From an optimization exercise on the open Yosys and OpenROAD flow, aimed at small area; shortcuts taken in it are not production practice.
The RTL was checked by simulation tests, not by an equivalence proof against the original design.
Power figures rest on the tool's default switching activity, not on a simulated workload.

==> flow/design.v <==
module rf_wmux (
    input  logic q,
    input  logic we,
    input  logic wen,
    input  logic dn,
    output logic d
);
    assign d = ~((q | we) & (dn | wen));
endmodule
module rf_aoi222 (
    input  logic a1, a2, b1, b2, c1, c2,
    output logic y
);
    assign y = ~((a1 & a2) | (b1 & b2) | (c1 & c2));
endmodule
module rf_nand2 (
    input  logic a, b,
    output logic y
);
    assign y = ~(a & b);
endmodule
module rf_nand4 (
    input  logic a, b, c, d,
    output logic y
);
    assign y = ~(a & b & c & d);
endmodule
module rf_nand3 (
    input  logic a, b, c,
    output logic y
);
    assign y = ~(a & b & c);
endmodule
module rf_or3 (
    input  logic a, b, c,
    output logic y
);
    assign y = a | b | c;
endmodule
module rf_xor2 (
    input  logic a, b,
    output logic y
);
    assign y = a ^ b;
endmodule
module rf_rdtail (
    input  logic [10:0] n,
    input  logic        ph,
    output logic        y
);
    logic h0, h1, h2, z;
    rf_nand4 u_h0 (.a(n[0]), .b(n[1]), .c(n[2]),  .d(n[3]), .y(h0));
    rf_nand4 u_h1 (.a(n[4]), .b(n[5]), .c(n[6]),  .d(n[7]), .y(h1));
    rf_nand3 u_h2 (.a(n[8]), .b(n[9]), .c(n[10]), .y(h2));
    rf_or3   u_z  (.a(h0), .b(h1), .c(h2), .y(z));
    rf_xor2  u_y  (.a(z), .b(ph), .y(y));
endmodule
module register_file #(
    parameter int DATA_W = 32,
    parameter int ADDR_W = 5
) (
    input  logic              clk,
    input  logic              rst,
    input  logic              WE3,
    input  logic [ADDR_W-1:0] A1,
    input  logic [ADDR_W-1:0] A2,
    input  logic [ADDR_W-1:0] A3,
    input  logic [DATA_W-1:0] WD3,
    output logic [DATA_W-1:0] RD1,
    output logic [DATA_W-1:0] RD2
);
    localparam int NREG = 1 << ADDR_W;
    logic              phase;
    logic [NREG-1:1]   valid;
    logic [DATA_W-1:0] store [1:NREG-1];
    logic [DATA_W-1:0] store_d [1:NREG-1];
    logic [NREG-1:1]   wr_en, wr_en_n;
    logic [NREG-1:1]   sel1, sel2;
    logic [DATA_W-1:0] dn;
    logic              ph1, ph2;
    assign dn = WD3 ^ {DATA_W{phase}};
    always_comb begin
        for (int i = 1; i < NREG; i++) begin
            wr_en[i]   = WE3 && (A3 == ADDR_W'(i));
            wr_en_n[i] = ~wr_en[i];
            sel1[i]    = valid[i] && (A1 == ADDR_W'(i));
            sel2[i]    = valid[i] && (A2 == ADDR_W'(i));
        end
        ph1 = phase && (|sel1);
        ph2 = phase && (|sel2);
    end
    always_ff @(posedge clk or posedge rst) begin
        if (rst) phase <= 1'b0;
        else     phase <= ~phase;
    end
    always_ff @(posedge clk or posedge rst) begin
        if (rst) valid <= '0;
        else     valid <= valid | wr_en;
    end
    always_ff @(posedge clk) begin
        for (int i = 1; i < NREG; i++) begin
            store[i] <= store_d[i];
        end
    end
    genvar gi, gb;
    generate
        for (gi = 1; gi < NREG; gi++) begin : g_row
            for (gb = 0; gb < DATA_W; gb++) begin : g_bit
                rf_wmux u_wmux (
                    .q(store[gi][gb]), .we(wr_en[gi]), .wen(wr_en_n[gi]), .dn(dn[gb]),
                    .d(store_d[gi][gb])
                );
            end
        end
        for (gb = 0; gb < DATA_W; gb++) begin : g_rd
            logic [10:0] n1, n2;
            for (gi = 0; gi < 10; gi++) begin : g_grp
                rf_aoi222 u_a1 (
                    .a1(sel1[3*gi+1]), .a2(store[3*gi+1][gb]),
                    .b1(sel1[3*gi+2]), .b2(store[3*gi+2][gb]),
                    .c1(sel1[3*gi+3]), .c2(store[3*gi+3][gb]),
                    .y(n1[gi])
                );
                rf_aoi222 u_a2 (
                    .a1(sel2[3*gi+1]), .a2(store[3*gi+1][gb]),
                    .b1(sel2[3*gi+2]), .b2(store[3*gi+2][gb]),
                    .c1(sel2[3*gi+3]), .c2(store[3*gi+3][gb]),
                    .y(n2[gi])
                );
            end
            rf_nand2 u_n1 (.a(sel1[31]), .b(store[31][gb]), .y(n1[10]));
            rf_nand2 u_n2 (.a(sel2[31]), .b(store[31][gb]), .y(n2[10]));
            rf_rdtail u_t1 (.n(n1), .ph(ph1), .y(RD1[gb]));
            rf_rdtail u_t2 (.n(n2), .ph(ph2), .y(RD2[gb]));
        end
    endgenerate
endmodule
==> flow/config.mk <==
export PLATFORM = sky130hd
export DESIGN_NAME = register_file
export DESIGN_NICKNAME = register_file
export VERILOG_FILES = /design/flow/design.v
export SDC_FILE = /design/flow/constraint.sdc
export NUM_CORES = 4
export LEC_CHECK = 0
export CAP_MARGIN = 10
export CORE_MARGIN = 2
export CORE_UTILIZATION = 40
export CTS_BUF_LIST = sky130_fd_sc_hd__clkbuf_8
export CTS_CLUSTER_DIAMETER = 50
export CTS_CLUSTER_SIZE = 12
export SETUP_SLACK_MARGIN = 0.1
export SLEW_MARGIN = 10
export SYNTH_HIERARCHICAL = 1
export SYNTH_MINIMUM_KEEP_SIZE = 0
==> flow/constraint.sdc <==
create_clock -name core_clock -period 7.0 [get_ports {clk}]
set_input_delay 1.4000 -clock core_clock [delete_from_list [all_inputs] [get_ports {clk}]]
set_output_delay 1.4000 -clock core_clock [all_outputs]
set_load 0.01 [all_outputs]
standard.sh (not shown) runs the stock make flow with config.mk's settings and CLKGATE_MAP_FILE= SYNTH_SCRIPT=/design/flow/synth_recipe.tcl, a recipe that flattens the netlist after the stock synthesis.
==> flow/flow/run.sh <==
#!/bin/bash
# The standard layout (the standard.sh, unchanged synthesis, floorplan, power grid, CTS and
# routing), except that the port buffers are the smallest plain buffer instead of the delay
# buffer the flow picks by default. make's full output (every tool it runs) goes to make.log;
# ORFS also keeps each step's own log under orfs/logs/.
set -euo pipefail
bash standard.sh finish "BUFFER_PORTS_ARGS=-buffer_cell sky130_fd_sc_hd__buf_1" > make.log 2>&1
Next try:
==> flow/flow/run.sh (replaced) <==
#!/bin/bash
# The standard layout (the standard.sh: unchanged synthesis, floorplan, power grid, placement,
# CTS and routing) with two changes to how cells are picked:
#  - the port buffers are the smallest plain buffer instead of the delay buffer picked by default;
#  - CTS builds its tree without dummy balancing loads (same clustering settings as config.mk).
# make's full output (every tool it runs) goes to make.log; ORFS also keeps each step's own log
# under orfs/logs/.
set -euo pipefail
cts="-sink_clustering_enable -repair_clock_nets -sink_clustering_size 16"
cts="$cts -sink_clustering_max_diameter 50 -buf_list sky130_fd_sc_hd__clkbuf_8 -dont_use_dummy_load"
bash standard.sh finish \
  "BUFFER_PORTS_ARGS=-buffer_cell sky130_fd_sc_hd__buf_1" \
  "CTS_ARGS=$cts" > make.log 2>&1
CTS_CLUSTER_SIZE = 16   (was 12)
=> Via count decreases by 0.51%. Clock skew increases by 55 ps. Flip-flop and latch count is unchanged.
Next try:
==> flow/run.sh (new file) <==
#!/bin/bash
# synth_recipe.tcl (not shown) runs the flow's synth.tcl, then flattens the netlist and writes it again
# the make line also repeats each setting of config.mk as NAME=value (left out here)
make -C /OpenROAD-flow-scripts/flow DESIGN_CONFIG=/design/flow/config.mk WORK_HOME=/design/flow/orfs CLKGATE_MAP_FILE= SYNTH_SCRIPT=/design/flow/synth_recipe.tcl finish
CAP_MARGIN = 20   (was 10)
CTS_CLUSTER_SIZE = 12   (was 16)
SETUP_SLACK_MARGIN = 0.25   (was 0.1)
SLEW_MARGIN = 20   (was 10)
removed: flow/flow/run.sh
removed: flow/standard.sh
The changed run completed without violations. Hold slack gets better by 3.4 ps. Area after synthesis is unchanged. Combinational power rises by roughly a tenth. Cell area went up by a few percent. Clock-buffer cell count rises by 16. Register-to-register slack gains 370 ps. Setup slack gets worse by 500 ps. Via count came out higher slightly.

==> separate check: timing with driven ports <==
No port has a modelled driver above. Below, the same layouts with a new extraction and two added sets of constraints.
Step 1, drivers: a clkbuf_16 drives clk and a buf_2 each remaining input, both assumed.
Step 2, shift: input delay + t, output delay - t, t = (earliest + latest rising clock arrival at the registers) / 2. This alone moves slack from input paths to output paths.
Slacks: no drivers / after step 1 / after step 2; pairs: no drivers / after step 1.
| run | shift t [ns] | slack for setup (ns) | hold slack, ns | worst setup path at the end | worst register clock-pin slew, ns |
|---|---|---|---|---|---|
| the first run | 0.891 | 0.651 / 0.564 / 0.564 | 0.472 / 0.472 / 0.472 | input to output | 0.09 / 0.09 |
| the second run | 0.838 | 0.674 / 0.590 / 0.590 | 0.467 / 0.467 / 0.467 | input to output | 0.10 / 0.10 |
| the third run | 0.851 | 0.177 / 0.150 / 0.150 | 0.471 / 0.471 / 0.471 | input to output | 0.09 / 0.09 |
After both steps setup and hold are still met in every run listed. The setup slack of the first run, which loses most, moves by -0.087 ns with the drivers and by -0.087 ns with both steps.
